This is an optimization exercise on Yosys and OpenROAD, whose aim is small area, not a production implementation.
In this exercise RTL edits were held to simulation tests only and were not proved equivalent to the original.
Power figures rest on the tool's default switching activity, not on a simulated workload.

File: flow/design.v
    localparam int BOARD_W = 10;    
    localparam int POS_W   = 4;     
    localparam int STEP_W  = 12;    
    localparam int GROWTH_PERIOD_LOG2 = 4;
    localparam logic [POS_W-1:0] RED_CROWN_H  = 4'd2;
    localparam logic [POS_W-1:0] RED_CROWN_V  = 4'd3;
    localparam logic [POS_W-1:0] BLUE_CROWN_H = 4'd8;
    localparam logic [POS_W-1:0] BLUE_CROWN_V = 4'd7;
    localparam logic [1:0] NPC  = 2'd0;
    localparam logic [1:0] RED  = 2'd1;
    localparam logic [1:0] BLUE = 2'd2;
    localparam logic [1:0] TERRITORY = 2'd0;
    localparam logic [1:0] MOUNTAIN  = 2'd1;
    localparam logic [1:0] CROWN     = 2'd2;
    localparam logic [1:0] CITY      = 2'd3;
    localparam logic [2:0] KEY_W     = 3'd0;
    localparam logic [2:0] KEY_A     = 3'd1;
    localparam logic [2:0] KEY_S     = 3'd2;
    localparam logic [2:0] KEY_D     = 3'd3;
    localparam logic [2:0] KEY_SPACE = 3'd4;
    localparam logic [2:0] KEY_Z     = 3'd5;
    localparam logic [2:0] KEY_NONE  = 3'd6;    
    localparam logic [1:0] CHOOSE     = 2'b00;
    localparam logic [1:0] MOVE_TOTAL = 2'b10;
    localparam logic [1:0] MOVE_HALF  = 2'b11;
    localparam logic [2:0] READY        = 3'd0;
    localparam logic [2:0] IN_ROUND     = 3'd1;
    localparam logic [2:0] CHECK_WIN    = 3'd2;
    localparam logic [2:0] ROUND_SWITCH = 3'd3;
    localparam logic [2:0] GAME_OVER    = 3'd4;
    localparam logic [1:0] MOVE_BLOCKED  = 2'd0;
    localparam logic [1:0] MOVE_PEACEFUL = 2'd1;
    localparam logic [1:0] MOVE_ATTACK   = 2'd2;
`timescale 1ns/10ps
module game_top #(
    parameter int TROOP_W = 9
) (
    input  logic               clk_100M,
    input  logic               reset,
    input  logic               key_ready,
    input  logic [2:0]         key_data,
    output logic               key_read_fin,
    input  logic               wb_cyc,
    input  logic               wb_stb,
    input  logic               wb_we,
    input  logic [7:0]         wb_adr,
    input  logic [31:0]        wb_dat_i,
    output logic [31:0]        wb_dat_o,
    output logic               wb_ack
);
    localparam int BOARD_W = 10;    
    localparam int POS_W   = 4;     
    localparam int STEP_W  = 12;    
    localparam int GROWTH_PERIOD_LOG2 = 4;
    localparam logic [POS_W-1:0] RED_CROWN_H  = 4'd2;
    localparam logic [POS_W-1:0] RED_CROWN_V  = 4'd3;
    localparam logic [POS_W-1:0] BLUE_CROWN_H = 4'd8;
    localparam logic [POS_W-1:0] BLUE_CROWN_V = 4'd7;
    localparam logic [1:0] NPC  = 2'd0;
    localparam logic [1:0] RED  = 2'd1;
    localparam logic [1:0] BLUE = 2'd2;
    localparam logic [1:0] TERRITORY = 2'd0;
    localparam logic [1:0] MOUNTAIN  = 2'd1;
    localparam logic [1:0] CROWN     = 2'd2;
    localparam logic [1:0] CITY      = 2'd3;
    localparam logic [2:0] KEY_W     = 3'd0;
    localparam logic [2:0] KEY_A     = 3'd1;
    localparam logic [2:0] KEY_S     = 3'd2;
    localparam logic [2:0] KEY_D     = 3'd3;
    localparam logic [2:0] KEY_SPACE = 3'd4;
    localparam logic [2:0] KEY_Z     = 3'd5;
    localparam logic [2:0] KEY_NONE  = 3'd6;    
    localparam logic [1:0] CHOOSE     = 2'b00;
    localparam logic [1:0] MOVE_TOTAL = 2'b10;
    localparam logic [1:0] MOVE_HALF  = 2'b11;
    localparam logic [2:0] READY        = 3'd0;
    localparam logic [2:0] IN_ROUND     = 3'd1;
    localparam logic [2:0] CHECK_WIN    = 3'd2;
    localparam logic [2:0] ROUND_SWITCH = 3'd3;
    localparam logic [2:0] GAME_OVER    = 3'd4;
    localparam logic [1:0] MOVE_BLOCKED  = 2'd0;
    localparam logic [1:0] MOVE_PEACEFUL = 2'd1;
    localparam logic [1:0] MOVE_ATTACK   = 2'd2;
    function automatic logic [3:0] layout_cell(logic [3:0] h, logic [3:0] v);
        if (h == RED_CROWN_H && v == RED_CROWN_V) begin
            layout_cell = {RED, CROWN};
        end else if (h == BLUE_CROWN_H && v == BLUE_CROWN_V) begin
            layout_cell = {BLUE, CROWN};
        end else if (v == 5) begin
            layout_cell = {NPC, CITY};
        end else if (5'(h) + 5'(v) == 5'd9 && h >= 6) begin
            layout_cell = {NPC, MOUNTAIN};
        end else if (h >= 2 && h <= 5 && v >= 2 && v <= 5) begin
            layout_cell = {RED, CITY};
        end else begin
            layout_cell = {NPC, TERRITORY};
        end
    endfunction
    function automatic logic [TROOP_W-1:0] layout_troop(logic [3:0] c);
        if (c[1:0] == CROWN) begin
            layout_troop = (c[3:2] == RED) ? TROOP_W'(87) : TROOP_W'(89);
        end else if (c[1:0] == CITY && c[3:2] == RED) begin
            layout_troop = TROOP_W'(25);
        end else begin
            layout_troop = '0;
        end
    endfunction
    function automatic logic [1:0] piece_of(logic [3:0] h, logic [3:0] v);
        logic [3:0] c;
        c = layout_cell(h, v);
        piece_of = c[1:0];
    endfunction
    function automatic logic every_round(logic [3:0] h, logic [3:0] v);
        logic [1:0] p;
        p = piece_of(h, v);
        every_round = p == CITY || p == CROWN;
    endfunction
    function automatic logic [255:0] piece_table();
        logic [3:0] c;
        piece_table = '0;
        for (int i = 0; i < BOARD_W * BOARD_W; i++) begin
            c = layout_cell(4'(i / BOARD_W), 4'(i % BOARD_W));
            piece_table[2*i +: 2] = c[1:0];
        end
    endfunction
    function automatic logic [127:0] city_table();
        logic [3:0] c;
        city_table = '0;
        for (int i = 0; i < BOARD_W * BOARD_W; i++) begin
            c = layout_cell(4'(i / BOARD_W), 4'(i % BOARD_W));
            city_table[i] = c[1:0] == CITY || c[1:0] == CROWN;
        end
    endfunction
    localparam logic [255:0] PIECE_TAB = piece_table();
    localparam logic [127:0] CITY_TAB  = city_table();
    logic [2:0]         state;
    logic [1:0]         current_player;    
    logic [1:0]         winner;            
    logic [1:0]         cursor_mode;
    logic [3:0]         cursor_h;
    logic [3:0]         cursor_v;
    logic [2:0]         pending;
    logic [13:0]        step_cnt;      
    logic [TROOP_W-1:0] srcv;          
    logic               pend_wr;       
    logic [TROOP_W-1:0] cell_troop [BOARD_W][BOARD_W];
    logic [1:0]         cell_own   [BOARD_W][BOARD_W];
    logic               start;
    logic               loaded;
    logic               fsm_run;
    logic [TROOP_W-1:0] g_city;
    logic [TROOP_W-1:0] g_terr;
    assign fsm_run = !key_ready;
    assign loaded  = state != READY;
    assign g_city  = step_cnt[9:1];
    assign g_terr  = step_cnt[13:5];
    function automatic logic [8:0] neighbour(logic [3:0] h, logic [3:0] v, logic [2:0] key);
        logic       ok;
        logic [3:0] th;
        logic [3:0] tv;
        ok = 1'b0;
        th = h;
        tv = v;
        case (key)
            KEY_W: begin
                ok = v != '0;
                tv = ok ? v - 1'b1 : v;
            end
            KEY_A: begin
                ok = h != '0;
                th = ok ? h - 1'b1 : h;
            end
            KEY_S: begin
                ok = v != POS_W'(BOARD_W - 1);
                tv = ok ? v + 1'b1 : v;
            end
            KEY_D: begin
                ok = h != POS_W'(BOARD_W - 1);
                th = ok ? h + 1'b1 : h;
            end
            default: ;
        endcase
        neighbour = {ok, th, tv};
    endfunction
    logic       tgt_ok;
    logic [3:0] tgt_h;
    logic [3:0] tgt_v;
    logic       tgt_mtn;       
    logic       tgt_city;      
    logic [6:0] tgt_idx;       
    logic       cell_hit;
    logic [6:0] wb_idx;
    assign cell_hit = wb_adr[7] && wb_adr[6:0] < 7'd100;
    assign wb_idx   = wb_adr[6:0];
    logic               need_port;     
    logic               defer_q;       
    logic [6:0]         hq_idx;        
    logic               undo_hit_q;    
    logic [6:0]         pidx;
    logic [12:0]        phi_sel;       
    logic [7:0]         plo_sel;       
    logic [TROOP_W-1:0] raw_troop;
    logic [1:0]         raw_own;
    logic [TROOP_W-1:0] port_rel;
    logic [1:0]         port_own;
    logic [TROOP_W-1:0] port_abs;
    assign need_port = fsm_run && state == IN_ROUND && pending != KEY_NONE;
    assign pidx = defer_q ? hq_idx : (need_port ? tgt_idx : wb_idx);
    logic [TROOP_W-1:0] grp_troop [13];
    logic [1:0]         grp_own   [13];
    always_comb begin
        for (int i = 0; i < 13; i++) begin
            phi_sel[i] = pidx[6:3] == 4'(i);
        end
        for (int i = 0; i < 8; i++) begin
            plo_sel[i] = pidx[2:0] == 3'(i);
        end
        raw_troop = '0;
        raw_own   = NPC;
        for (int g = 0; g < 13; g++) begin
            grp_troop[g] = '0;
            grp_own[g]   = NPC;
            for (int l = 0; l < 8; l++) begin
                if (g * 8 + l < BOARD_W * BOARD_W
                    && PIECE_TAB[2*(g*8+l) +: 2] != MOUNTAIN) begin
                    grp_troop[g] = grp_troop[g]
                                 | ({TROOP_W{plo_sel[l]}} & cell_troop[(g*8+l) / BOARD_W][(g*8+l) % BOARD_W]);
                    grp_own[g]   = grp_own[g]
                                 | ({2{plo_sel[l]}} & cell_own[(g*8+l) / BOARD_W][(g*8+l) % BOARD_W]);
                end
            end
            raw_troop = raw_troop | ({TROOP_W{phi_sel[g]}} & grp_troop[g]);
            raw_own   = raw_own   | ({2{phi_sel[g]}} & grp_own[g]);
        end
    end
    assign port_rel = raw_troop;
    assign port_own = raw_own;
    logic [TROOP_W:0]   port_sum;
    assign port_sum = {1'b0, port_rel} + {1'b0, CITY_TAB[pidx] ? g_city : g_terr};
    assign port_abs = (port_own == NPC) ? '0 : port_sum[TROOP_W-1:0];
    logic               half;
    logic [TROOP_W-1:0] sent;
    logic [TROOP_W-1:0] src_left;
    logic               own_target;
    logic               capture;
    logic               blocked;
    logic               attack;
    logic               move_req;
    logic [TROOP_W-1:0] dst_new;
    logic [1:0]         dst_own_new;
    logic [TROOP_W-1:0] g_tgt;
    logic [TROOP_W:0]   sent_g;        
    logic [TROOP_W-1:0] sent_2g;       
    logic [TROOP_W-1:0] src_rel;
    logic               tgt_owned;
    logic               carry_g;       
    logic               gt;            
    logic               capture_owned;
    assign half       = cursor_mode == MOVE_HALF;
    assign sent       = half ? srcv >> 1 : srcv - 1'b1;
    assign src_left   = half ? (srcv >> 1) + TROOP_W'(srcv[0]) : TROOP_W'(1);
    assign g_tgt      = tgt_city ? g_city : g_terr;
    assign sent_g     = {1'b0, sent} - {1'b0, g_tgt};
    assign sent_2g    = sent_g[TROOP_W-1:0] - g_tgt;
    assign src_rel    = srcv - g_tgt;
    assign own_target = port_own == current_player;
    assign tgt_owned  = port_own != NPC;
    assign carry_g    = port_sum[TROOP_W];    
    assign gt         = sent_g[TROOP_W-1:0] > port_rel;
    assign capture_owned = gt ? (carry_g || !sent_g[TROOP_W]) : (carry_g && !sent_g[TROOP_W]);
    assign capture    = !own_target && (tgt_owned ? capture_owned : sent != '0);
    assign blocked    = tgt_mtn;
    assign attack     = tgt_owned && !own_target;
    assign move_req   = fsm_run && state == IN_ROUND && cursor_mode != CHOOSE
                        && tgt_ok && !blocked;
    logic [TROOP_W-1:0] r_pm_sent;
    assign r_pm_sent  = port_rel + (own_target ? sent : ~sent) + TROOP_W'(!own_target);
    assign dst_new    = !capture   ? r_pm_sent
                      : tgt_owned  ? sent_2g - port_rel
                      :              sent_g[TROOP_W-1:0];
    assign dst_own_new = capture ? current_player : port_own;
    logic               load;
    logic               wr_en;
    logic [3:0]         wr_h;
    logic [3:0]         wr_v;
    logic [1:0]         wr_own;
    logic [TROOP_W-1:0] wr_troop;
    logic [BOARD_W-1:0] wr_hsel;
    logic [BOARD_W-1:0] wr_vsel;
    assign load     = fsm_run && state == READY && start;
    assign wr_en    = move_req || pend_wr;
    assign wr_h     = tgt_h;    
    assign wr_v     = tgt_v;
    assign wr_own   = move_req ? dst_own_new : current_player;
    assign wr_troop = move_req ? dst_new : src_rel;
    logic [TROOP_W-1:0] wr_troop_hi;
    logic [TROOP_W-1:0] wr_troop_lo;
    logic               wr_blue_hi;
    logic               wr_blue_lo;
    assign wr_troop_hi = wr_troop | {TROOP_W{load}};
    assign wr_troop_lo = wr_troop & ~{TROOP_W{load}};
    assign wr_blue_hi  = wr_own == BLUE || load;
    assign wr_blue_lo  = wr_own == BLUE && !load;
    always_comb begin
        for (int i = 0; i < BOARD_W; i++) begin
            wr_hsel[i] = load || (wr_en && wr_h == 4'(i));
            wr_vsel[i] = load || wr_v == 4'(i);
        end
    end
    for (genvar gh = 0; gh < BOARD_W; gh++) begin : g_col
        for (genvar gv = 0; gv < BOARD_W; gv++) begin : g_cell
            localparam logic [3:0] LAYOUT_C = layout_cell(4'(gh), 4'(gv));
            logic en;
            assign en = wr_hsel[gh] && wr_vsel[gv];
            if (LAYOUT_C[1:0] == MOUNTAIN) begin : g_mtn
                assign cell_troop[gh][gv] = '0;
                assign cell_own[gh][gv]   = NPC;
            end else if (LAYOUT_C[3:2] == NPC) begin : g_npc
                always_ff @(posedge clk_100M) begin
                    if (en) begin
                        cell_troop[gh][gv] <= wr_troop;
                        cell_own[gh][gv]   <= wr_own;
                    end
                end
            end else begin : g_player
                localparam logic [TROOP_W-1:0] LT = layout_troop(LAYOUT_C);
                logic blue;    
                always_ff @(posedge clk_100M) begin
                    if (en) begin
                        for (int b = 0; b < TROOP_W; b++) begin
                            cell_troop[gh][gv][b] <= LT[b] ? wr_troop_hi[b] : wr_troop_lo[b];
                        end
                        blue <= (LAYOUT_C[3:2] == BLUE) ? wr_blue_hi : wr_blue_lo;
                    end
                end
                assign cell_own[gh][gv] = blue ? BLUE : RED;
            end
        end
    end
    logic [1:0]  next_player;
    logic [2:0]  state_n;
    logic [1:0]  mode_n;
    logic [3:0]  cursor_h_n;
    logic [3:0]  cursor_v_n;
    logic [2:0]  pending_n;
    logic [13:0] step_n;
    logic [8:0]  tgt_n;
    assign current_player = (state == READY) ? NPC : (step_cnt[0] ? BLUE : RED);
    assign winner      = (state != GAME_OVER) ? NPC
                       : (cell_own[RED_CROWN_H][RED_CROWN_V] != RED) ? BLUE : RED;
    assign next_player = (current_player == RED) ? BLUE : RED;
    always_comb begin
        state_n    = state;
        mode_n     = cursor_mode;
        cursor_h_n = cursor_h;
        cursor_v_n = cursor_v;
        pending_n  = pending;
        step_n     = step_cnt;
        if (key_ready) begin
            if (key_data <= 3'd5) pending_n = key_data;    
        end else begin
            case (state)
                READY: if (start) begin
                    state_n    = IN_ROUND;
                    pending_n  = KEY_NONE;
                    mode_n     = CHOOSE;
                    cursor_h_n = RED_CROWN_H;
                    cursor_v_n = RED_CROWN_V;
                end
                IN_ROUND: if (pending != KEY_NONE) begin
                    pending_n = KEY_NONE;
                    if (cursor_mode == CHOOSE) begin
                        if (tgt_ok) begin
                            cursor_h_n = tgt_h;
                            cursor_v_n = tgt_v;
                        end else if (pending == KEY_SPACE && port_own == current_player
                                     && port_abs >= 2) begin
                            mode_n = MOVE_TOTAL;
                        end
                    end else if (pending == KEY_Z) begin
                        mode_n = (cursor_mode == MOVE_TOTAL) ? MOVE_HALF : MOVE_TOTAL;
                    end else if (pending == KEY_SPACE) begin
                        mode_n = CHOOSE;
                    end else if (move_req) begin
                        state_n = attack ? CHECK_WIN : ROUND_SWITCH;
                    end
                end
                CHECK_WIN: begin
                    if (cell_own[RED_CROWN_H][RED_CROWN_V] != RED) begin
                        state_n  = GAME_OVER;
                    end else if (cell_own[BLUE_CROWN_H][BLUE_CROWN_V] != BLUE) begin
                        state_n  = GAME_OVER;
                    end else begin
                        state_n = ROUND_SWITCH;
                    end
                end
                ROUND_SWITCH: begin
                    mode_n     = CHOOSE;
                    cursor_h_n = (next_player == RED) ? RED_CROWN_H : BLUE_CROWN_H;
                    cursor_v_n = (next_player == RED) ? RED_CROWN_V : BLUE_CROWN_V;
                    step_n     = step_cnt + 1'b1;    
                    state_n    = IN_ROUND;
                end
                GAME_OVER: pending_n = KEY_NONE;   
                default: state_n = READY;
            endcase
        end
    end
    assign tgt_n = neighbour(cursor_h_n, cursor_v_n, pending_n);
    always_ff @(posedge clk_100M or posedge reset) begin
        if (reset) begin
            key_read_fin   <= 1'b0;
            state          <= READY;
            cursor_mode    <= CHOOSE;
            cursor_h       <= '0;
            cursor_v       <= '0;
            step_cnt       <= '0;
        end else begin
            key_read_fin   <= key_ready;
            state          <= state_n;
            cursor_mode    <= mode_n;
            cursor_h       <= cursor_h_n;
            cursor_v       <= cursor_v_n;
            step_cnt       <= step_n;
        end
    end
    always_ff @(posedge clk_100M) begin
        pending  <= pending_n;
        tgt_ok   <= tgt_n[8];
        tgt_h    <= tgt_n[7:4];
        tgt_v    <= tgt_n[3:0];
        tgt_mtn  <= piece_of(tgt_n[7:4], tgt_n[3:0]) == MOUNTAIN;
        tgt_city <= every_round(tgt_n[7:4], tgt_n[3:0]);
        tgt_idx  <= 7'(tgt_n[7:4]) * 7'd10 + 7'(tgt_n[3:0]);
        if (need_port && cursor_mode == CHOOSE) begin
            srcv <= port_abs;
        end else if (move_req) begin
            srcv <= src_left;
        end
        pend_wr <= move_req;
    end
    logic               req;
    logic [31:0]        rd_data;
    logic [31:0]        dat_q;
    logic [TROOP_W-1:0] host_troop;
    assign req = wb_cyc && wb_stb && !wb_ack;
    assign host_troop = (pend_wr && wb_idx == tgt_idx) ? srcv : port_abs;    
    always_comb begin
        rd_data = '0;
        if (wb_adr == 8'd1) begin
            rd_data[2:0]   = state;
            rd_data[5:4]   = current_player;
            rd_data[7:6]   = winner;
            rd_data[9:8]   = cursor_mode;
            rd_data[19:16] = cursor_h;
            rd_data[23:20] = cursor_v;
        end else if (cell_hit) begin
            rd_data[TROOP_W-1:0] = host_troop;
            rd_data[17:16]       = loaded ? PIECE_TAB[2*wb_idx +: 2] : TERRITORY;
            rd_data[25:24]       = loaded ? port_own : NPC;
        end
    end
    always_ff @(posedge clk_100M or posedge reset) begin
        if (reset) begin
            wb_ack <= 1'b0;
            start  <= 1'b0;
        end else begin
            wb_ack <= req;
            start  <= req && wb_we && wb_adr == 8'd0 && wb_dat_i[0];
        end
    end
    always_ff @(posedge clk_100M) begin
        dat_q        <= rd_data;
        defer_q      <= req && need_port && cell_hit;
        hq_idx       <= wb_idx;
        undo_hit_q   <= wb_idx == tgt_idx;
    end
    always_comb begin
        wb_dat_o = dat_q;
        if (defer_q && !undo_hit_q) begin
            wb_dat_o[TROOP_W-1:0] = port_abs;
            wb_dat_o[25:24]       = port_own;
        end
    end
endmodule
File: flow/flow/run.sh
#!/bin/bash
# Own layout flow: the standard flow (standard.sh) with two changes:
#  - synthesis: Yosys's abc pass maps the logic with flow/abc_map.script, an
#    area-oriented mapping, instead of ORFS's abc script (registers untouched);
#  - clock tree: clkbuf_4 buffers, larger sink clusters, no dummy loads;
#  - port buffers: buf_1 cells (every port still gets its buffer).
# Each tool's output is in orfs/logs (ORFS) and flow_make.log here.
set -euo pipefail
W=$(pwd)
cat > "$W/own_synth.tcl" <<EOS
# The standard synthesis (synth_recipe.tcl), with abc's script replaced
proc abc {args} {
  set i [lsearch -exact \$args -script]
  if {\$i >= 0} { lset args [expr {\$i + 1}] {$W/flow/abc_map.script} }
  puts "abc with script $W/flow/abc_map.script"
  yosys abc {*}\$args
}
source {$W/synth_recipe.tcl}
EOS
# the platform's don't-use cells, and the largest plain buffers
DONT_USE="sky130_fd_sc_hd__probe_p_8 sky130_fd_sc_hd__probec_p_8 sky130_fd_sc_hd__lpflow_bleeder_1 sky130_fd_sc_hd__lpflow_clkbufkapwr_1 sky130_fd_sc_hd__lpflow_clkbufkapwr_16 sky130_fd_sc_hd__lpflow_clkbufkapwr_2 sky130_fd_sc_hd__lpflow_clkbufkapwr_4 sky130_fd_sc_hd__lpflow_clkbufkapwr_8 sky130_fd_sc_hd__lpflow_clkinvkapwr_1 sky130_fd_sc_hd__lpflow_clkinvkapwr_16 sky130_fd_sc_hd__lpflow_clkinvkapwr_2 sky130_fd_sc_hd__lpflow_clkinvkapwr_4 sky130_fd_sc_hd__lpflow_clkinvkapwr_8 sky130_fd_sc_hd__lpflow_decapkapwr_12 sky130_fd_sc_hd__lpflow_decapkapwr_3 sky130_fd_sc_hd__lpflow_decapkapwr_4 sky130_fd_sc_hd__lpflow_decapkapwr_6 sky130_fd_sc_hd__lpflow_decapkapwr_8 sky130_fd_sc_hd__lpflow_inputiso0n_1 sky130_fd_sc_hd__lpflow_inputiso0p_1 sky130_fd_sc_hd__lpflow_inputiso1n_1 sky130_fd_sc_hd__lpflow_inputiso1p_1 sky130_fd_sc_hd__lpflow_inputisolatch_1 sky130_fd_sc_hd__lpflow_isobufsrc_1 sky130_fd_sc_hd__lpflow_isobufsrc_16 sky130_fd_sc_hd__lpflow_isobufsrc_2 sky130_fd_sc_hd__lpflow_isobufsrc_4 sky130_fd_sc_hd__lpflow_isobufsrc_8 sky130_fd_sc_hd__lpflow_isobufsrckapwr_16 sky130_fd_sc_hd__lpflow_lsbuf_lh_hl_isowell_tap_1 sky130_fd_sc_hd__lpflow_lsbuf_lh_hl_isowell_tap_2 sky130_fd_sc_hd__lpflow_lsbuf_lh_hl_isowell_tap_4 sky130_fd_sc_hd__lpflow_lsbuf_lh_isowell_4 sky130_fd_sc_hd__lpflow_lsbuf_lh_isowell_tap_1 sky130_fd_sc_hd__lpflow_lsbuf_lh_isowell_tap_2 sky130_fd_sc_hd__lpflow_lsbuf_lh_isowell_tap_4 sky130_fd_sc_hd__buf_12 sky130_fd_sc_hd__buf_16"
CTS="-sink_clustering_enable -repair_clock_nets -dont_use_dummy_load"
CTS="$CTS -buf_list sky130_fd_sc_hd__clkbuf_4 -sink_clustering_size 10 -sink_clustering_max_diameter 35"
bash "$W/standard.sh" "SYNTH_SCRIPT=$W/own_synth.tcl" "CTS_ARGS=$CTS" \
  "BUFFER_PORTS_ARGS=-buffer_cell sky130_fd_sc_hd__buf_1" "DONT_USE_CELLS=$DONT_USE" finish > "$W/flow_make.log" 2>&1
File: flow/flow/abc_map.script
strash
&get -n
&st
&dc2
&dch
&nf -R 1000
&put
File: flow/standard.sh
#!/bin/bash
# synth_recipe.tcl (not shown) runs the flow's synth.tcl, then flattens the netlist and writes it again
# the make line also repeats each setting of config.mk as NAME=value (left out here)
make -C /OpenROAD-flow-scripts/flow DESIGN_CONFIG=/design/flow/config.mk WORK_HOME=/design/flow/orfs CLKGATE_MAP_FILE= SYNTH_SCRIPT=/design/flow/synth_recipe.tcl "${@:-finish}"
File: flow/config.mk
export PLATFORM = sky130hd
export DESIGN_NAME = game_top
export DESIGN_NICKNAME = game_top
export VERILOG_FILES = /design/flow/design.v
export SDC_FILE = /design/flow/constraint.sdc
export NUM_CORES = 8
export LEC_CHECK = 0
export ABC_AREA = 1
export CAP_MARGIN = 20
export CORE_MARGIN = 2
export CORE_UTILIZATION = 60
export GPL_ROUTABILITY_DRIVEN = 0
export GPL_TIMING_DRIVEN = 1
export PLACE_DENSITY = 0.65
export SETUP_SLACK_MARGIN = 0.15
export SLEW_MARGIN = 20
File: flow/constraint.sdc
create_clock -name core_clock -period 12.0 [get_ports {clk_100M}]
set_input_delay 2.4000 -clock core_clock [delete_from_list [all_inputs] [get_ports {clk_100M}]]
set_output_delay 2.4000 -clock core_clock [all_outputs]
set_load 0.01 [all_outputs]
==> results by group, run 1 <==
Timing
  – Achievable Freq: between 80 and 90 MHz
  – Hold slack final: 0.4774 ns
  – Slew @ Worst Pin: 1.191 ns
  – Final worst slack: 0.6275 ns
  – Setup-failing EPs final: 0
  – Fin. max-slew vios: 0
  – Final hold vios: 0
  – RSZ-0062 raised after global routing: false
  – Post-route clock skew: 0.1634 ns
  – Period utilization: 0.9477
  – Slew HR: 0.2032
  – Setup TNS: 0 ns
  – Fin crit period: 11.37 ns

Clocking
  – Htree depth: 4
  – Clk Latency, worst-skew pair: 1.08 ns
  – Post CTS Setup Buffer Count: 0
  – Clock sink total: 1,132
  – CTS tree: done
  – Root buffer cell: clkbuf_4
  – Clock slew seen by the registers of the worst setup and hold paths: ~0.07 ns
  – Max clock buf depth: 3
  – Number of CTS-inserted buffers: 161

Pwr
  – Leak: 15.92 nW
  – Total Power: 0.01119 W
  – Maximum vdd ir drop: 0.1504 mV
  – PwrDens: 229.0 nW/um2

Layout
  – Fillers: 5,355
  – Nets@finish: 3,412
  – Share of cells above drive strength 1: 0.1349
  – Layout area overhead: 8.750%
  – Finished Cell Area: approximately 50,000 um2

Logic synthesis
  – Synth area leaders: edfxtp_1 70%, a222oi_1 3.7%, a22oi_1 3.1%
  – Largest area contributor in the netlist: edfxtp_1
  – Post-synth top flop: edfxtp_1
  – Mapped Avg Cell Area: 15.60 um2
  – Post-Syn Instances: 2,882
  – Register bit total from synthesis: roughly 1.1k
  – Ys async rst share: 0.02650
  – Synth cell count leaders: 1,052 x edfxtp_1, 196 x nand2_1, 194 x nor2_1
  – Number of synthesized flops with an enable pin: about 1.1k
  – Count leader, synth: edfxtp_1
  – Share of the synthesized area in the top cell type: 0.7027
  – Sequential share of the synthesized area: 0.7417
  – Yosys cell types: between 50 and 60
  – Yosys warns: 26
  – Mapped Area: 44,960 um2

Global route
  – Largest net degree at the start of global routing: 84
  – Total track usage: 0.3528
  – Antenna violations before repair: 2
  – First-pass GRT wire length: between 150,000 and 200,000 um
  – Grt total ovfl: 0
  – Number of global-route vias before repair: 28.69k

Floorplan
  – DIE WIDTH: about 280 um
  – FP Rows: 100
  – Initial core utilization: 0.6049
  – Total core area: 74,320 um2
  – Die ar.: 77,130 um2
  – Ports: 83
  – Die Y: 277.7 um

Critical path
  – CP Capture Type: output port
  – Worst Path Class, Setup: in -> out
  – Slowest stage delay, CP: approximately 0.46 ns
  – CP Launch Type: primary input
  – Worst Path Required: 9.60 ns
  – Arr. time, crit path: 8.97 ns
  – Critical path peak fanout: 20
  – CP bufs+invs: 8
  – CP top delay family: compound AO/OA/AOI/OAI gates
  – Slowest-stage cell, CP: and2_0

Place
  – Port buffer count: 39
  – Dpl hpwl: 88,990 um
  – Place WS: 0.6129 ns
  – Placed Area: between 40,000 and 50,000 um2

Flow run
  – Max cap viols: 0

Route
  – Initial DRC Count: a little over 5k
  – Wire per inst: 31.92 um
  – Via Count: 29.78k
  – Via/cell ratio: 7.025
  – Drt drc: 0
  – Drt first pass iters: 7
  – Routed WL: 135,300 um
  – Antenna-violating nets left: 0

Min path
  – HP Class: reg -> reg

Status
  – Run status: timing/DRC/antenna clean
## worst register-to-register path, delay by kind of cell, from the launching register on
| kind | cells | cell delay (ns) |
|---|---|---|
| AND/OR/NAND/NOR | 18 | 3.75 |
| buffers and inverters | 6 | 1.62 |
| XOR/XNOR | 4 | 0.84 |
| AO/OA/AOI/OAI | 11 | 2.09 |
| adder cells (fa/ha/maj) | 1 | 0.45 |
| flip-flops | 1 | 0.52 |
## state kept, by name, indices dropped and copies added (netlist names), 3 cells and up
signal	count
pending	3
cell_own	166
g_col.g_cell.genblk1.g_player.blue	13
tgt_v	3
cursor_h	4
hq_idx	7
srcv	9
cursor_v	4
tgt_h	4
dat_q	11
cell_troop	864
state	3
wb_dat_o	9
step_cnt	14
tgt_idx	7
## path summary, 6_finish.rpt
check | startpoint | to | slack [ns] | cells past startpoint
hold / removal | cursor_h[3]$_DFF_PP0_ | wb_dat_o[19]$_SDFF_PN0_ | 0.48 | 1
min in group asynchronous | reset | key_read_fin$_DFF_PP0_ | 1.55 | 3
hold reg to reg | cursor_h[3]$_DFF_PP0_ | wb_dat_o[19]$_SDFF_PN0_ | 0.48 | 1
setup / recovery | key_ready | wb_dat_o[8] | 0.63 | 30
max in group asynchronous | reset | step_cnt[2]$_DFFE_PP0P_ | 9.82 | 3
setup reg to reg | state[2]$_DFFE_PP0P_ | cell_troop[87][8]$_DFFE_PP_ | 2.42 | 40
## cell usage in the layout (no fill, tap or decap), types with 27 or more instances in the layout
cell type / netlist / layout
nand3_1: 131 / 130
nor3_1: 30 / 27
nor2_2: 0 / 52
a21oi_1: 119 / 109
xnor2_1: 46 / 46
nand2_1: 196 / 196
buf_2: 0 / 133
buf_4: 21 / 62
a222oi_1: 165 / 165
nor2_1: 194 / 136
a221oi_1: 53 / 53
o21ai_0: 92 / 91
dfxtp_1: 50 / 50
dfrtp_1: 30 / 30
clkbuf_4: 0 / 162
a22oi_1: 184 / 184
edfxtp_1: 1052 / 1052
buf_1: 0 / 39
a22o_1: 61 / 61
ha_1: 78 / 78
clkinv_1: 73 / 67
## per-layer routing
metal  share of wire  global-route usage
met5               0                   0
met4           0.044              0.1598
met3            0.13             0.08203
met2            0.45              0.5218
met1            0.37              0.5042
## cell families (layout without fill, tap and decap cells)
group / count (synthesis) / after routing / synth area share
AND/OR/NAND/NOR: 668 / 668 / 0.06719
flip-flops: 1132 / 1132 / 0.7417
buffers and inverters: 94 / 470 / 0.009602
XOR/XNOR: 72 / 72 / 0.01403
multiplexers: 23 / 23 / 0.005455
adder cells (fa/ha/maj): 92 / 92 / 0.02794
other: 1 / 13 / 0.00008342
AO/OA/AOI/OAI: 800 / 800 / 0.1340
## where the power goes
part           switching, W  internal, W
sequential        0.0000867      0.00495
combinational       0.00309      0.00127
clock               0.00118     0.000614
## metrics by stage
stage	util	cells
2_1_floorplan	-	2893
3_3_place_gp	0.6383	4068
3_5_place_dp	0.6397	4072
4_1_cts	0.6560	4233
5_1_grt	0.6578	4239
6_report	0.6578	4239
## what timing repair did
action                     4_1_cts  5_1_grt
hold buffers                     0        0
gates resized for setup          0        2
setup endpoints to repair        0        2
## cell type report
| cell class | instances | area [um2] | share of cell area |
|---|---|---|---|
| Multi-Input combinational cell | 1667 | 11550 | 0.2363 |
| Tap cell | 969 | 1212 | 0.02480 |
| Timing Repair Buffer | 236 | 1296 | 0.02651 |
| Antenna cell | 1 | 2.502 | 0.00005118 |
| Inverter | 73 | 275.3 | 0.005630 |
| Sequential cell | 1132 | 33340 | 0.6820 |
| Clock buffer | 161 | 1209 | 0.02472 |
==> run 2: changes to the inputs <==
--- a/flow/config.mk
+++ b/flow/config.mk
@@ -11,6 +11,6 @@
 export CORE_UTILIZATION = 60
 export GPL_ROUTABILITY_DRIVEN = 0
 export GPL_TIMING_DRIVEN = 1
-export PLACE_DENSITY = 0.65
+export PLACE_DENSITY = 0.8
 export SETUP_SLACK_MARGIN = 0.15
 export SLEW_MARGIN = 20
==> results by group, run 2 <==
Status
  – Run status: timing/DRC/antenna clean

Logic synthesis
  – Share of the synthesized area in the top cell type: 0.7027
  – Yosys warns: 26
  – Post-Syn Instances: approximately 2.9k
  – Ys async rst share: 0.02650
  – Count leader, synth: edfxtp_1
  – Post-synth top flop: edfxtp_1
  – Synth cell count leaders: 1,052 x edfxtp_1, 196 x nand2_1, 194 x nor2_1
  – Number of synthesized flops with an enable pin: 1,052
  – Sequential share of the synthesized area: 0.7417
  – Mapped Area: 44,960 um2
  – Largest area contributor in the netlist: edfxtp_1
  – Mapped Avg Cell Area: 15.60 um2
  – Yosys cell types: between 50 and 60
  – Synth area leaders: edfxtp_1 70%, a222oi_1 3.7%, a22oi_1 3.1%
  – Register bit total from synthesis: ~1.1k

Critical path
  – Worst Path Class, Setup: in -> out
  – Slowest-stage cell, CP: fa_1
  – Worst Path Required: 9.60 ns
  – Slowest stage delay, CP: 0.46 ns
  – CP Launch Type: primary input
  – CP bufs+invs: 6
  – Worst path depth: 28
  – R2R depth: 36
  – Cell mode on critical path: a21oi_1
  – CP Capture Type: output port
  – Arr. time, crit path: 9.07 ns
  – Critical path peak fanout: 14
  – CP top delay family: compound AO/OA/AOI/OAI gates

Timing
  – Final hold vios: 0
  – Setup TNS: 0 ns
  – RSZ-0062 raised after global routing: false
  – Fin crit period: 11.47 ns
  – Fin. max-slew vios: 0
  – Setup-failing EPs final: 0
  – Achievable Freq: 87.20 MHz
  – Slew @ Worst Pin: about 1.3 ns
  – Slew HR: 0.1146
  – Period utilization: 0.9556
  – Post-route clock skew: slightly above 0.1 ns

Layout
  – Nets@finish: roughly 3.4k
  – Max reg flops: 864
  – Largest Register: cell_troop
  – Finished Cell Area: approximately 50,000 um2
  – Most common cell after layout, fill and taps aside: edfxtp_1
  – Register area: 33,340 um2
  – Share of cells above drive strength 1: 0.1342
  – Layout area overhead: 8.656%
  – Most frequent cells in the layout: 1,052 x edfxtp_1, 195 x nand2_1, 184 x a22oi_1, 165 x a222oi_1, 155 x clkbuf_4
  – Biggest regs: cell_troop x864, cell_own x166, step_cnt x14
  – Fillers: 4,991
  – Area occupied by multi-input gates: 11,610 um2

Floorplan
  – Initial core utilization: 0.6049
  – Die Y: 277.7 um
  – Ports: 83
  – Die ar.: around 77,000 um2
  – DIE WIDTH: 277.7 um
  – Total core area: 74,320 um2
  – FP Rows: 100

Pwr
  – Sw power: 0.004346 W
  – Leak: between 15 and 20 nW
  – Switching share of power: 0.3897
  – Maximum vdd ir drop: 0.1822 mV
  – Sequential power share: 0.454
  – Pint: between 0.006 and 0.007 W
  – Clock share of power: 0.159
  – Combinational share of power: 0.388
  – Total Power: 0.01115 W
  – PwrDens: 228.3 nW/um2

Clocking
  – Clk Latency, worst-skew pair: 1.08 ns
  – CTS tree: done
  – Max clock buf depth: 3
  – Number of CTS-inserted buffers: 154
  – Hold-fix buffers, CTS: 0
  – Root buffer cell: clkbuf_4
  – Clock slew seen by the registers of the worst setup and hold paths: approximately 0.070 ns
  – Htree depth: 4
  – Clock sink total: about 1.1k

Route
  – Initial DRC Count: 5,818
  – Antenna-violating nets left: 0
  – Drt drc: 0
  – Via/cell ratio: 7.266
  – Via Count: 30.73k
  – Routed WL: 131,600 um
  – Drt first pass iters: 19
  – Wire per inst: 31.13 um

Min path
  – HP Class: reg -> reg
  – Hold Path Cell Cnt: 1

Place
  – Port buffer count: 39
  – Placed Area: 47,400 um2
  – Dpl hpwl: 85,010 um

Global route
  – Number of global-route vias before repair: 29.68k
  – Largest net degree at the start of global routing: 84
  – Antenna violations before repair: 8
  – First-pass GRT wire length: 191,200 um
  – Total track usage: 0.3378
  – Grt total ovfl: 0

Flow run
  – Max cap viols: 0
==> run 2: cell count changes in the layout (fill, tap and decap cells not counted), moves of 2 or more <==
| cell | change |
|---|---|
| a21oi_1 | -4 |
| a21oi_2 | +2 |
| a21oi_4 | +2 |
| buf_2 | -10 |
| buf_4 | -4 |
| clkbuf_4 | -7 |
| diode_2 | +9 |
| nor2_1 | -9 |
| nor2_2 | +10 |
==> run 2: area by class of cell <==
| cell class | count | area share |
|---|---|---|
| Multi-Input combinational cell | 1668 | 0.2376 |
| Clock buffer | 154 | 0.02367 |
| Timing Repair Buffer | 223 | 0.02515 |
| Sequential cell | 1132 | 0.6826 |
| Tap cell | 969 | 0.02482 |
| Inverter | 73 | 0.005635 |
| Antenna cell | 10 | 0.0005123 |
==> run 2: power by group through the flow <==
stage	Combinational (W)	Sequential [W]	Clock, W
final	0.00432	0.00506	0.00177
after global placement	0.00393	0.00513	0
after detailed placement	0.00409	0.00514	0
after floorplan	0.00251	0.00513	0
after global routing	0.00457	0.00506	0.00191
after CTS	0.00412	0.00505	0.00177
==> run 2: cells by family after synthesis <==
group | synth area share
xor+xnor | 0.01403
flops | 0.7417
compound gates | 0.1340
mux | 0.005455
simple gates | 0.06719
fa+ha+maj | 0.02794
buf+inv | 0.009602
other cells | 0.00008342
==> run 2: what timing repair did <==
item,CTS,global route
setup endpoints to repair,0,2
resized for setup,0,6
setup buffers,0,9
==> run 2: path summary, 6_finish.rpt <==
path                                       start                         to  slack, ns
min in group asynchronous                  reset      cursor_v[1]$_DFF_PP0_       1.48
max                                    key_ready                wb_dat_o[8]       0.53
max reg2reg                 state[2]$_DFFE_PP0P_  cell_own[48][1]$_DFFE_PP_       2.44
min reg2reg                cursor_v[2]$_DFF_PP0_    wb_dat_o[22]$_SDFF_PN0_       0.49
max in group asynchronous                  reset   step_cnt[12]$_DFFE_PP0P_       9.96
min                        cursor_v[2]$_DFF_PP0_    wb_dat_o[22]$_SDFF_PN0_       0.49
==> run 2: worst register-to-register path, delay by kind of cell (launching register included) <==
kind                     cells  cell delay (ns)
AO/OA/AOI/OAI               16             3.22
buffers and inverters        7             2.10
adder cells (fa/ha/maj)      1             0.39
flip-flops                   1             0.53
AND/OR/NAND/NOR             12             2.85
==> run 2: per-layer routing <==
layer,GRT usage,vias up,share of wire
li1,-,12580,-
met4,0.1846,2,0.066
met3,0.1069,572,0.16
met1,0.4354,14620,0.32
met2,0.5142,2958,0.45
met5,0.0006254,-,0.000068
==> run 2: stage by stage <==
step | hold slack, ns | util | cells | worst slack (ns)
global placement | 0.4662 | 0.6366 | 4044 | 0.6275
finish | 0.4873 | 0.6572 | 4229 | 0.5327
CTS | 0.4842 | 0.6533 | 4202 | 0.4463
detailed placement | 0.4665 | 0.6377 | 4048 | 0.4540
global route | 0.5115 | 0.6571 | 4224 | 0.2140
floorplan | 0.4477 | - | 2893 | 0.2872
==> run 3: changes to the inputs <==
--- a/flow/config.mk
+++ b/flow/config.mk
@@ -11,6 +11,6 @@
 export CORE_UTILIZATION = 60
 export GPL_ROUTABILITY_DRIVEN = 0
 export GPL_TIMING_DRIVEN = 1
-export PLACE_DENSITY = 0.8
+export PLACE_DENSITY = 0.72
 export SETUP_SLACK_MARGIN = 0.15
 export SLEW_MARGIN = 20
==> results by group, run 3 <==
Status
  – Run status: timing/DRC/antenna clean

Layout
  – Final Core Density: 0.6580
  – Nets@finish: around 3.4k
  – Biggest regs: cell_troop x864, cell_own x166, step_cnt x14
  – Share of cells above drive strength 1: 0.1379
  – Fillers: 5,254
  – Register area: 33,340 um2
  – Most common cell after layout, fill and taps aside: edfxtp_1
  – Most frequent cells in the layout: 1,052 x edfxtp_1, 196 x nand2_1, 184 x a22oi_1, 165 x a222oi_1, 155 x clkbuf_4
  – Layout area overhead: 8.784%
  – Largest Register: cell_troop
  – Max reg flops: 864
  – Area occupied by multi-input gates: 11,610 um2

Flow run
  – Max cap viols: 0

Route
  – Via Count: 30.07k
  – Antenna-violating nets left: 0
  – Via/cell ratio: 7.093
  – Initial DRC Count: roughly 5.3k
  – Routed WL: between 100,000 and 150,000 um
  – Drt drc: 0
  – Wire per inst: 31.02 um
  – Drt first pass iters: 8

Critical path
  – CP Launch Type: primary input
  – CP Capture Type: output port
  – Worst Path Class, Setup: in -> out
  – Worst Path Required: roughly 9.6 ns
  – Critical path peak fanout: 20
  – Arr. time, crit path: 9.19 ns

Floorplan
  – Die Y: 277.7 um
  – Total core area: 74,320 um2
  – DIE WIDTH: 277.7 um
  – Initial core utilization: 0.6049
  – Die ar.: 77,130 um2
  – FP Rows: 100
  – Ports: 83

Logic synthesis
  – Synth area leaders: edfxtp_1 70%, a222oi_1 3.7%, a22oi_1 3.1%
  – Yosys warns: 26
  – Post-synth top flop: edfxtp_1
  – Count leader, synth: edfxtp_1
  – Post-Syn Instances: 2,882
  – Synth cell count leaders: 1,052 x edfxtp_1, 196 x nand2_1, 194 x nor2_1
  – Share of the synthesized area in the top cell type: 0.7027
  – Largest area contributor in the netlist: edfxtp_1
  – Mapped Avg Cell Area: 15.60 um2
  – Yosys cell types: 57
  – Ys async rst share: 0.02650
  – Sequential share of the synthesized area: 0.7417
  – Number of synthesized flops with an enable pin: 1,052
  – Register bit total from synthesis: 1,132
  – Mapped Area: 44,960 um2

Timing
  – Post-route clock skew: 0.1413 ns
  – Achievable Freq: around 86 MHz
  – RSZ-0062 raised after global routing: false
  – Setup-failing EPs final: 0
  – Period utilization: 0.9658
  – Fin crit period: between 10 and 15 ns
  – Final hold vios: 0
  – Fin. max-slew vios: 0
  – Setup TNS: 0 ns
  – Slew HR: 0.1218
  – Slew @ Worst Pin: 1.312 ns

Global route
  – Number of global-route vias before repair: 29.34k
  – First-pass GRT wire length: between 150,000 and 200,000 um
  – Grt total ovfl: 0
  – Largest net degree at the start of global routing: 84
  – Total track usage: 0.3415
  – Antenna violations before repair: 3

Pwr
  – Leak: 15.89 nW
  – PwrDens: 228.4 nW/um2
  – Maximum vdd ir drop: 0.1702 mV

Place
  – Port buffer count: 39
  – Dpl hpwl: between 80,000 and 90,000 um

Clocking
  – Clk Latency, worst-skew pair: 1.12 ns
  – Root buffer cell: clkbuf_4
  – CTS tree: done
  – Htree depth: 4
  – Clock sink total: roughly 1.1k
  – Max clock buf depth: 3
  – Hold-fix buffers, CTS: 0
  – Number of CTS-inserted buffers: 154
  – Clock slew seen by the registers of the worst setup and hold paths: 0.10 ns

Min path
  – HP Class: reg -> reg
run 3: logic make-up (layout without fill, tap and decap cells):
group           Yosys count  in the layout  share of synthesized area
other cells               1             19                 0.00008342
buf+inv                  94            464                   0.009602
flops                  1132           1132                     0.7417
simple gates            668            669                    0.06719
compound gates          800            800                     0.1340
mux                      23             23                   0.005455
fa+ha+maj                92             92                    0.02794
xor+xnor                 72             72                    0.01403
run 3: final cells by class:
class | count | area share
diodes | 7 | 0.0003582
clock buffers | 154 | 0.02364
inverters | 73 | 0.005629
multi-input cells | 1668 | 0.2373
flip-flops and latches | 1132 | 0.6818
well taps | 969 | 0.02479
repair buffers | 237 | 0.02645
run 3: repair_timing:
action | 4_1_cts | 5_1_grt
gates resized for setup | 0 | 2
setup buffers | 0 | 2
setup endpoints to repair | 0 | 2
run 3: metal layers:
layer / track usage / up-vias / wire length (um)
met5: 0 / - / 0
met4: 0.1706 / 0 / 7192
met3: 0.08069 / 421 / 17540
met2: 0.5222 / 2331 / 60020
met1: 0.4646 / 14720 / 46790
li1: - / 12600 / -
run 3: final timing paths:
check                      slack [ns]  depth (start not counted)                     endpoint             startpoint
max                              0.41                         26                  wb_dat_o[7]              key_ready
min                              0.45                          1      wb_dat_o[18]$_SDFF_PN0_  cursor_h[2]$_DFF_PP0_
max reg2reg                      2.34                         33  cell_troop[22][5]$_DFFE_PP_   state[2]$_DFFE_PP0P_
min reg2reg                      0.45                          1      wb_dat_o[18]$_SDFF_PN0_  cursor_h[2]$_DFF_PP0_
max in group asynchronous        9.99                          3     step_cnt[13]$_DFFE_PP0P_                  reset
min in group asynchronous        1.51                          3              start$_DFF_PP0_                  reset
run 3: through the flow:
stage / cells / setup slack, ns / hold slack, ns / power (W) / area, um2
final: 4240 / 0.4103 / 0.4516 / 0.01117 / 48900
after global routing: 4236 / 0.1662 / 0.4940 / 0.01160 / 48890
after CTS: 4228 / 0.5338 / 0.4480 / 0.01103 / 48720
after detailed placement: 4074 / 0.5588 / 0.4681 / 0.009319 / 47560
after global placement: 4069 / 0.6251 / 0.4715 / 0.009160 / 47430
after floorplan: 2893 / 0.2872 / 0.4477 / 0.007635 / 45090
run 3: power by group:
group          total (W)  switching (W)  internal, W
logic            0.00437        0.00307      0.00129
registers        0.00504      0.0000949      0.00495
clock network    0.00176        0.00117     0.000589
total             0.0112        0.00434      0.00683
run 3: worst max-delay path, cell delays in order:
cell and delay, ns:
buf_1 0.17, nor3_1 0.44, and3_2 0.43, o21ai_0 0.11, mux2i_1 0.33, buf_2 0.35
clkinv_2 0.26, nor2_4 0.82, buf_4 0.32, buf_2 0.31, a22oi_1 0.12, a31oi_1 0.43
nor4_1 0.15, buf_2 0.18, nand2_1 0.26, ha_1 0.30, a21o_1 0.18, a21oi_1 0.23
o21bai_1 0.10, a21oi_1 0.24, o21bai_1 0.09, a21oi_1 0.22, xnor2_1 0.16, nand2_1 0.14
o21ai_0 0.23, buf_1 0.18
==> run 4: changes to the inputs <==
--- a/flow/flow/run.sh
+++ b/flow/flow/run.sh
@@ -20,6 +20,6 @@
 # the platform's don't-use cells, and the largest plain buffers
 DONT_USE="sky130_fd_sc_hd__probe_p_8 sky130_fd_sc_hd__probec_p_8 sky130_fd_sc_hd__lpflow_bleeder_1 sky130_fd_sc_hd__lpflow_clkbufkapwr_1 sky130_fd_sc_hd__lpflow_clkbufkapwr_16 sky130_fd_sc_hd__lpflow_clkbufkapwr_2 sky130_fd_sc_hd__lpflow_clkbufkapwr_4 sky130_fd_sc_hd__lpflow_clkbufkapwr_8 sky130_fd_sc_hd__lpflow_clkinvkapwr_1 sky130_fd_sc_hd__lpflow_clkinvkapwr_16 sky130_fd_sc_hd__lpflow_clkinvkapwr_2 sky130_fd_sc_hd__lpflow_clkinvkapwr_4 sky130_fd_sc_hd__lpflow_clkinvkapwr_8 sky130_fd_sc_hd__lpflow_decapkapwr_12 sky130_fd_sc_hd__lpflow_decapkapwr_3 sky130_fd_sc_hd__lpflow_decapkapwr_4 sky130_fd_sc_hd__lpflow_decapkapwr_6 sky130_fd_sc_hd__lpflow_decapkapwr_8 sky130_fd_sc_hd__lpflow_inputiso0n_1 sky130_fd_sc_hd__lpflow_inputiso0p_1 sky130_fd_sc_hd__lpflow_inputiso1n_1 sky130_fd_sc_hd__lpflow_inputiso1p_1 sky130_fd_sc_hd__lpflow_inputisolatch_1 sky130_fd_sc_hd__lpflow_isobufsrc_1 sky130_fd_sc_hd__lpflow_isobufsrc_16 sky130_fd_sc_hd__lpflow_isobufsrc_2 sky130_fd_sc_hd__lpflow_isobufsrc_4 sky130_fd_sc_hd__lpflow_isobufsrc_8 sky130_fd_sc_hd__lpflow_isobufsrckapwr_16 sky130_fd_sc_hd__lpflow_lsbuf_lh_hl_isowell_tap_1 sky130_fd_sc_hd__lpflow_lsbuf_lh_hl_isowell_tap_2 sky130_fd_sc_hd__lpflow_lsbuf_lh_hl_isowell_tap_4 sky130_fd_sc_hd__lpflow_lsbuf_lh_isowell_4 sky130_fd_sc_hd__lpflow_lsbuf_lh_isowell_tap_1 sky130_fd_sc_hd__lpflow_lsbuf_lh_isowell_tap_2 sky130_fd_sc_hd__lpflow_lsbuf_lh_isowell_tap_4 sky130_fd_sc_hd__buf_12 sky130_fd_sc_hd__buf_16"
 CTS="-sink_clustering_enable -repair_clock_nets -dont_use_dummy_load"
-CTS="$CTS -buf_list sky130_fd_sc_hd__clkbuf_4 -sink_clustering_size 10 -sink_clustering_max_diameter 35"
+CTS="$CTS -buf_list {sky130_fd_sc_hd__clkbuf_2 sky130_fd_sc_hd__clkbuf_4} -sink_clustering_size 10 -sink_clustering_max_diameter 35"
 bash "$W/standard.sh" "SYNTH_SCRIPT=$W/own_synth.tcl" "CTS_ARGS=$CTS" \
   "BUFFER_PORTS_ARGS=-buffer_cell sky130_fd_sc_hd__buf_1" "DONT_USE_CELLS=$DONT_USE" finish > "$W/flow_make.log" 2>&1
==> results by group, run 4 <==
Status
  – Run status: timing/DRC/antenna clean

Route
  – Initial DRC Count: between 5k and 6k
  – Wire per inst: 31.02 um
  – Antenna-violating nets left: 0
  – Via/cell ratio: 7.093
  – Via Count: between 30k and 40k
  – Routed WL: 131,500 um
  – Drt first pass iters: 8
  – Drt drc: 0

Clocking
  – CTS tree: done
  – Number of CTS-inserted buffers: between 150 and 200
  – Max clock buf depth: 3
  – Clock sink total: around 1.1k
  – Clk Latency, worst-skew pair: about 1.1 ns
  – Htree depth: 4
  – Clock slew seen by the registers of the worst setup and hold paths: 0.10 ns
  – Root buffer cell: clkbuf_4

Critical path
  – Worst Path Class, Setup: in -> out
  – CP Launch Type: primary input
  – Worst Path Required: 9.60 ns
  – Arr. time, crit path: 9.19 ns
  – CP Capture Type: output port
  – R2R depth: 33
  – Critical path peak fanout: 20

Global route
  – Number of global-route vias before repair: between 20k and 30k
  – First-pass GRT wire length: between 150,000 and 200,000 um
  – Total track usage: 0.3415
  – Largest net degree at the start of global routing: 84
  – Antenna violations before repair: 3
  – Grt total ovfl: 0

Layout
  – Share of cells above drive strength 1: 0.1379
  – Nets@finish: between 3k and 4k
  – Most common cell after layout, fill and taps aside: edfxtp_1
  – Biggest regs: cell_troop x864, cell_own x166, step_cnt x14
  – Most frequent cells in the layout: 1,052 x edfxtp_1, 196 x nand2_1, 184 x a22oi_1, 165 x a222oi_1, 155 x clkbuf_4
  – Layout area overhead: 8.784%
  – Register area: approximately 33,000 um2
  – Largest Register: cell_troop
  – Max reg flops: 864
  – Area occupied by multi-input gates: approximately 12,000 um2
  – Fillers: approximately 5.3k

Place
  – Port buffer count: 39
  – Place WS: 0.5588 ns
  – Dpl hpwl: roughly 87,000 um

Logic synthesis
  – Ys async rst share: 0.02650
  – Synth area leaders: edfxtp_1 70%, a222oi_1 3.7%, a22oi_1 3.1%
  – Post-synth top flop: edfxtp_1
  – Sequential share of the synthesized area: 0.7417
  – Post-Syn Instances: 2,882
  – Mapped Avg Cell Area: 15.60 um2
  – Largest area contributor in the netlist: edfxtp_1
  – Register bit total from synthesis: 1,132
  – Count leader, synth: edfxtp_1
  – Synth cell count leaders: 1,052 x edfxtp_1, 196 x nand2_1, 194 x nor2_1
  – Share of the synthesized area in the top cell type: 0.7027
  – Number of synthesized flops with an enable pin: 1,052
  – Yosys cell types: 57
  – Mapped Area: 44,960 um2
  – Yosys warns: 26

Timing
  – Final hold vios: 0
  – Slew @ Worst Pin: 1.312 ns
  – Final worst slack: 0.4103 ns
  – Achievable Freq: 86.28 MHz
  – Setup TNS: 0 ns
  – Post-route clock skew: 0.1413 ns
  – Fin. max-slew vios: 0
  – Fin crit period: 11.59 ns
  – Slew HR: 0.1218
  – Period utilization: 0.9658
  – RSZ-0062 raised after global routing: false
  – Setup-failing EPs final: 0

Floorplan
  – DIE WIDTH: approximately 280 um
  – Die ar.: 77,130 um2
  – Ports: 83
  – FP Rows: 100
  – Total core area: 74,320 um2
  – Die Y: 277.7 um
  – Initial core utilization: 0.6049

Pwr
  – Sequential power share: 0.451
  – Switching share of power: 0.3886
  – Sw power: about 0.0043 W
  – Leak: about 16 nW
  – Pint: 0.006830 W
  – Combinational share of power: 0.391
  – PwrDens: 228.4 nW/um2
  – Clock share of power: 0.157
  – Maximum vdd ir drop: 0.1702 mV

Flow run
  – Max cap viols: 0

Min path
  – Hold Path Cell Cnt: 1
  – HP Class: reg -> reg
[run 4: cell counts after synthesis]
Identical to the previous run, type by type.
[run 4: power by group through the flow]
stage                     registers, W  clock network [W]  logic, W
final                          0.00504            0.00176   0.00437
after global routing           0.00505            0.00191   0.00464
after CTS                      0.00504            0.00177   0.00422
after detailed placement       0.00513                  0   0.00419
after global placement         0.00512                  0   0.00404
after floorplan                0.00513                  0   0.00251
[run 4: cell type report]
| class | count | area share |
|---|---|---|
| Sequential cell | 1132 | 0.6818 |
| Multi-Input combinational cell | 1668 | 0.2373 |
| Timing Repair Buffer | 237 | 0.02645 |
| Tap cell | 969 | 0.02479 |
| Clock buffer | 154 | 0.02364 |
| Inverter | 73 | 0.005629 |
| Antenna cell | 7 | 0.0003582 |
[run 4: repair_timing]
item / CTS / global route
hold buffers: 0 / 0
endpoints found under the setup margin: 0 / 2
buffers inserted: 0 / 2
gates resized for setup: 0 / 2
[run 4: critical path, cell delays in order]
cell and delay [ns]:
buf_1 0.17, nor3_1 0.44, and3_2 0.43, o21ai_0 0.11, mux2i_1 0.33, buf_2 0.35, clkinv_2 0.26, nor2_4 0.82
buf_4 0.32, buf_2 0.31, a22oi_1 0.12, a31oi_1 0.43, nor4_1 0.15, buf_2 0.18, nand2_1 0.26, ha_1 0.30
a21o_1 0.18, a21oi_1 0.23, o21bai_1 0.10, a21oi_1 0.24, o21bai_1 0.09, a21oi_1 0.22, xnor2_1 0.16, nand2_1 0.14
o21ai_0 0.23, buf_1 0.18
[run 4: worst paths after layout]
| path | startpoint | to | slack, ns |
|---|---|---|---|
| setup / recovery | key_ready | wb_dat_o[7] | 0.41 |
| hold / removal | cursor_h[2]$_DFF_PP0_ | wb_dat_o[18]$_SDFF_PN0_ | 0.45 |
| setup reg to reg | state[2]$_DFFE_PP0P_ | cell_troop[22][5]$_DFFE_PP_ | 2.34 |
| hold reg to reg | cursor_h[2]$_DFF_PP0_ | wb_dat_o[18]$_SDFF_PN0_ | 0.45 |
| max in group asynchronous | reset | step_cnt[13]$_DFFE_PP0P_ | 9.99 |
| min in group asynchronous | reset | start$_DFF_PP0_ | 1.51 |
[run 4: kinds of logic after synthesis]
kind of cell,share of synthesized area
adders and majority gates,0.02794
muxes,0.005455
AOI/OAI and AO/OA,0.1340
and+or+nand+nor,0.06719
buffers and inverters,0.009602
other,0.00008342
DFF,0.7417
xor gates and xnor gates,0.01403
[run 4: layer usage]
| layer | track usage | vias to the layer above | part of all wire |
|---|---|---|---|
| li1 | - | 12600 | - |
| met1 | 0.4646 | 14720 | 0.36 |
| met2 | 0.5222 | 2331 | 0.46 |
| met3 | 0.08069 | 421 | 0.13 |
| met4 | 0.1706 | 0 | 0.055 |
| met5 | 0 | - | 0 |
[run 4: through the flow]
stage / cells / power (W) / util / hold WS, ns / cell area, um2
finish: 4240 / 0.01117 / 0.6580 / 0.4516 / 48900
global route: 4236 / 0.01160 / 0.6579 / 0.4940 / 48890
CTS: 4228 / 0.01103 / 0.6555 / 0.4480 / 48720
detailed placement: 4074 / 0.009319 / 0.6400 / 0.4681 / 47560
global placement: 4069 / 0.009160 / 0.6382 / 0.4715 / 47430
floorplan: 2893 / 0.007635 / - / 0.4477 / 45090
==> run 5: changes to the inputs <==
--- a/flow/design.v
+++ b/flow/design.v
@@ -458,6 +458,7 @@
             rd_data[TROOP_W-1:0] = host_troop;
             rd_data[17:16]       = loaded ? PIECE_TAB[2*wb_idx +: 2] : TERRITORY;
             rd_data[25:24]       = loaded ? port_own : NPC;
+            if (req && need_port) {rd_data[9], rd_data[23:18]} = wb_idx;
         end
     end
     always_ff @(posedge clk_100M or posedge reset) begin
@@ -472,11 +473,15 @@
     always_ff @(posedge clk_100M) begin
         dat_q        <= rd_data;
         defer_q      <= req && need_port && cell_hit;
-        hq_idx       <= wb_idx;
         undo_hit_q   <= wb_idx == tgt_idx;
     end
+    assign hq_idx = {dat_q[9], dat_q[23:18]};
     always_comb begin
         wb_dat_o = dat_q;
+        if (defer_q) begin
+            wb_dat_o[9]     = 1'b0;
+            wb_dat_o[23:18] = '0;
+        end
         if (defer_q && !undo_hit_q) begin
             wb_dat_o[TROOP_W-1:0] = port_abs;
             wb_dat_o[25:24]       = port_own;
--- a/flow/flow/run.sh
+++ b/flow/flow/run.sh
@@ -20,6 +20,6 @@
 # the platform's don't-use cells, and the largest plain buffers
 DONT_USE="sky130_fd_sc_hd__probe_p_8 sky130_fd_sc_hd__probec_p_8 sky130_fd_sc_hd__lpflow_bleeder_1 sky130_fd_sc_hd__lpflow_clkbufkapwr_1 sky130_fd_sc_hd__lpflow_clkbufkapwr_16 sky130_fd_sc_hd__lpflow_clkbufkapwr_2 sky130_fd_sc_hd__lpflow_clkbufkapwr_4 sky130_fd_sc_hd__lpflow_clkbufkapwr_8 sky130_fd_sc_hd__lpflow_clkinvkapwr_1 sky130_fd_sc_hd__lpflow_clkinvkapwr_16 sky130_fd_sc_hd__lpflow_clkinvkapwr_2 sky130_fd_sc_hd__lpflow_clkinvkapwr_4 sky130_fd_sc_hd__lpflow_clkinvkapwr_8 sky130_fd_sc_hd__lpflow_decapkapwr_12 sky130_fd_sc_hd__lpflow_decapkapwr_3 sky130_fd_sc_hd__lpflow_decapkapwr_4 sky130_fd_sc_hd__lpflow_decapkapwr_6 sky130_fd_sc_hd__lpflow_decapkapwr_8 sky130_fd_sc_hd__lpflow_inputiso0n_1 sky130_fd_sc_hd__lpflow_inputiso0p_1 sky130_fd_sc_hd__lpflow_inputiso1n_1 sky130_fd_sc_hd__lpflow_inputiso1p_1 sky130_fd_sc_hd__lpflow_inputisolatch_1 sky130_fd_sc_hd__lpflow_isobufsrc_1 sky130_fd_sc_hd__lpflow_isobufsrc_16 sky130_fd_sc_hd__lpflow_isobufsrc_2 sky130_fd_sc_hd__lpflow_isobufsrc_4 sky130_fd_sc_hd__lpflow_isobufsrc_8 sky130_fd_sc_hd__lpflow_isobufsrckapwr_16 sky130_fd_sc_hd__lpflow_lsbuf_lh_hl_isowell_tap_1 sky130_fd_sc_hd__lpflow_lsbuf_lh_hl_isowell_tap_2 sky130_fd_sc_hd__lpflow_lsbuf_lh_hl_isowell_tap_4 sky130_fd_sc_hd__lpflow_lsbuf_lh_isowell_4 sky130_fd_sc_hd__lpflow_lsbuf_lh_isowell_tap_1 sky130_fd_sc_hd__lpflow_lsbuf_lh_isowell_tap_2 sky130_fd_sc_hd__lpflow_lsbuf_lh_isowell_tap_4 sky130_fd_sc_hd__buf_12 sky130_fd_sc_hd__buf_16"
 CTS="-sink_clustering_enable -repair_clock_nets -dont_use_dummy_load"
-CTS="$CTS -buf_list {sky130_fd_sc_hd__clkbuf_2 sky130_fd_sc_hd__clkbuf_4} -sink_clustering_size 10 -sink_clustering_max_diameter 35"
+CTS="$CTS -buf_list sky130_fd_sc_hd__clkbuf_4 -sink_clustering_size 10 -sink_clustering_max_diameter 35"
 bash "$W/standard.sh" "SYNTH_SCRIPT=$W/own_synth.tcl" "CTS_ARGS=$CTS" \
   "BUFFER_PORTS_ARGS=-buffer_cell sky130_fd_sc_hd__buf_1" "DONT_USE_CELLS=$DONT_USE" finish > "$W/flow_make.log" 2>&1
--- a/flow/config.mk
+++ b/flow/config.mk
@@ -11,6 +11,6 @@
 export CORE_UTILIZATION = 60
 export GPL_ROUTABILITY_DRIVEN = 0
 export GPL_TIMING_DRIVEN = 1
-export PLACE_DENSITY = 0.72
+export PLACE_DENSITY = 0.8
 export SETUP_SLACK_MARGIN = 0.15
 export SLEW_MARGIN = 20
==> results by group, run 5 <==
Status
  – Run status: timing/DRC/antenna clean

Critical path
  – R2R depth: 35
  – Slowest stage delay, CP: approximately 0.81 ns
  – Arr. time, crit path: 9.18 ns
  – Reg-to-Reg Start: state[2]$_DFFE_PP0P_
  – CP Launch Type: primary input
  – Worst Path Class, Setup: in -> out
  – CP top delay family: compound AO/OA/AOI/OAI gates
  – CP bufs+invs: 5
  – Critical path peak fanout: 23
  – Slowest-stage cell, CP: nor2_4
  – R2R setup slack: 1.88 ns

Floorplan
  – Die Y: 277.0 um
  – DIE WIDTH: 277.0 um
  – Total core area: 74,070 um2
  – Initial core utilization: 0.6036
  – Ports: a little over 80
  – FP Rows: 100

Layout
  – Largest Register: cell_troop
  – Biggest regs: cell_troop x864, cell_own x166, dat_q x18
  – Most common cell after layout, fill and taps aside: edfxtp_1
  – Most frequent cells in the layout: 1,052 x edfxtp_1, 180 x a22oi_1, 162 x a222oi_1, 152 x clkbuf_4, 149 x nand2_1
  – Share of cells above drive strength 1: 0.1285
  – Finished Cell Area: 48,520 um2

Logic synthesis
  – Largest area contributor in the netlist: edfxtp_1
  – Share of the synthesized area in the top cell type: 0.7065
  – Count leader, synth: edfxtp_1
  – Ys async rst share: 0.02667
  – Register bit total from synthesis: 1,125
  – Yosys cell types: 57
  – Post-synth top flop: edfxtp_1
  – Number of synthesized flops with an enable pin: 1,052
  – Mapped Area: approximately 45,000 um2

Place
  – Dpl hpwl: ~84,000 um
  – Placed Area: around 47,000 um2
  – Port buffer count: 39

Route
  – Drt drc: 0
  – Routed WL: 128,700 um
  – Via Count: 30.39k
  – Antenna-violating nets left: 0
  – Wire per inst: 30.89 um

Global route
  – Total track usage: 0.3334
  – First-pass GRT wire length: 187,900 um
  – Antenna violations before repair: 9
  – Grt total ovfl: 0
  – Number of global-route vias before repair: between 20k and 30k
  – Largest net degree at the start of global routing: 84

Min path
  – Hold Path Cell Cnt: 1
  – Hold path endpoint: wb_ack$_DFF_PP0_
  – Hold Crit Start: wb_ack$_DFF_PP0_

Clocking
  – Max clock buf depth: 3
  – Clk Latency, worst-skew pair: around 1.1 ns
  – Hold-fix buffers, CTS: 0
  – Clock sink total: between 1k and 1.5k
  – CTS tree: done

Pwr
  – PwrDens: 232.7 nW/um2
  – Total Power: 0.01129 W
  – Pint: 0.006906 W
  – Leak: 15.45 nW
  – Maximum vdd ir drop: 0.2097 mV
  – Sequential power share: 0.452
  – Clock share of power: 0.154
  – Switching share of power: 0.3883
  – Sw power: 0.004384 W

Timing
  – Final worst slack: between 0.4 and 0.5 ns
  – RSZ-0062 raised after global routing: false
  – Post-route clock skew: 0.1758 ns
  – Fin crit period: 11.58 ns
  – Fin. max-slew vios: 0
  – Slew HR: 0.1034
  – Setup-failing EPs final: 0
-- run 5: cell types whose count changed after synthesis, moves of 10 or more --
| cell | previous run | this run |
|---|---|---|
| nand2_1 | 196 | 149 |
| o22ai_1 | 9 | 29 |
| nor4_1 | 6 | 16 |
| a22o_1 | 61 | 38 |
| a21oi_1 | 119 | 142 |
| nand3_1 | 131 | 68 |
| o211ai_1 | 6 | 16 |
| a31oi_1 | 28 | 85 |
| nand4_1 | 24 | 14 |
-- run 5: cells by family after synthesis --
| group | Yosys count | share of synthesized area |
|---|---|---|
| flip-flops | 1125 | 0.7426 |
| AO/OA/AOI/OAI | 880 | 0.1443 |
| AND/OR/NAND/NOR | 563 | 0.05728 |
| adder cells (fa/ha/maj) | 93 | 0.02832 |
| buffers and inverters | 90 | 0.008731 |
| XOR/XNOR | 64 | 0.01254 |
| multiplexers | 26 | 0.006212 |
| other | 1 | 0.00008387 |
-- run 5: layout make-up --
| type | count | area (um2) |
|---|---|---|
| Clock buffer | 151 | 1134 |
| Sequential cell | 1125 | 33200 |
| Inverter | 76 | 285.3 |
| Tap cell | 969 | 1212 |
| Fill cell | 4989 | 25560 |
| Antenna cell | 14 | 35.03 |
| Multi-Input combinational cell | 1638 | 11590 |
| Timing Repair Buffer | 194 | 1061 |
-- run 5: worst max-delay path by stage --
stage               cells after the start      start     endpoint
finish                                 26  key_ready  wb_dat_o[8]
global route                           26  key_ready  wb_dat_o[8]
CTS                                    26  key_ready  wb_dat_o[8]
detailed placement                     26  key_ready  wb_dat_o[8]
global placement                       26  key_ready  wb_dat_o[8]
floorplan                              22  key_ready  wb_dat_o[8]
-- run 5: power groups by stage --
stage               combinational, W  sequential (W)  clock (W)
floorplan                    0.00261         0.00519          0
global placement             0.00401         0.00518          0
detailed placement           0.00422         0.00518          0
CTS                          0.00424         0.00509    0.00174
global route                 0.00471         0.00511    0.00188
finish                       0.00445         0.00510    0.00173
-- run 5: routing by layer --
layer  vias to the layer above  GRT usage  wire [um]  share of wire
met3                       530     0.1012      19480           0.15
met4                         6     0.1873       7989          0.062
li1                      12490          -          -              -
met5                         -   0.006879        120        0.00093
met1                     14560     0.4345      43140           0.34
met2                      2802     0.5037      58000           0.45
-- run 5: per-stage QoR --
stage	std cells	hold slack, ns
detailed placement	3998	0.4564
finish	4167	0.4770
global route	4155	0.4993
CTS	4149	0.4698
floorplan	2853	0.4331
global placement	3993	0.4493
-- run 5: what timing repair did --
| item | 4_1_cts | 5_1_grt |
|---|---|---|
| gates resized for setup | 0 | 3 |
| endpoints found under the setup margin | 0 | 1 |
| setup buffers | 0 | 0 |

what the ideal ports hide:
How much do the figures lean on ideal ports? The routed layouts below were timed once more, with nothing changed but the port constraints.
Step 1 sets driving cells, clkbuf_16 on the clock port and buf_2 on the other inputs (assumed; they add their load-dependent delay and slew).
Step 2 times the ports against the registers' clock, not the clock port: input delays grow and output delays shrink by t, the midpoint of the rising clock arrivals with the driver on.
Slacks: ideal ports / drivers / drivers and shift; pairs: ideal ports / drivers.
| run | t, ns | setup WS [ns] |
|---|---|---|
| run 1 | 1.063 | 0.628 / 0.595 / 0.540 |
| run 2 | 1.090 | 0.533 / 0.508 / 0.508 |
| run 3 | 1.117 | 0.410 / 0.382 / 0.313 |
| run 4 | 1.117 | 0.410 / 0.382 / 0.313 |
| run 5 | 1.079 | 0.425 / 0.396 / 0.335 |
After both steps every run listed still meets setup and hold.
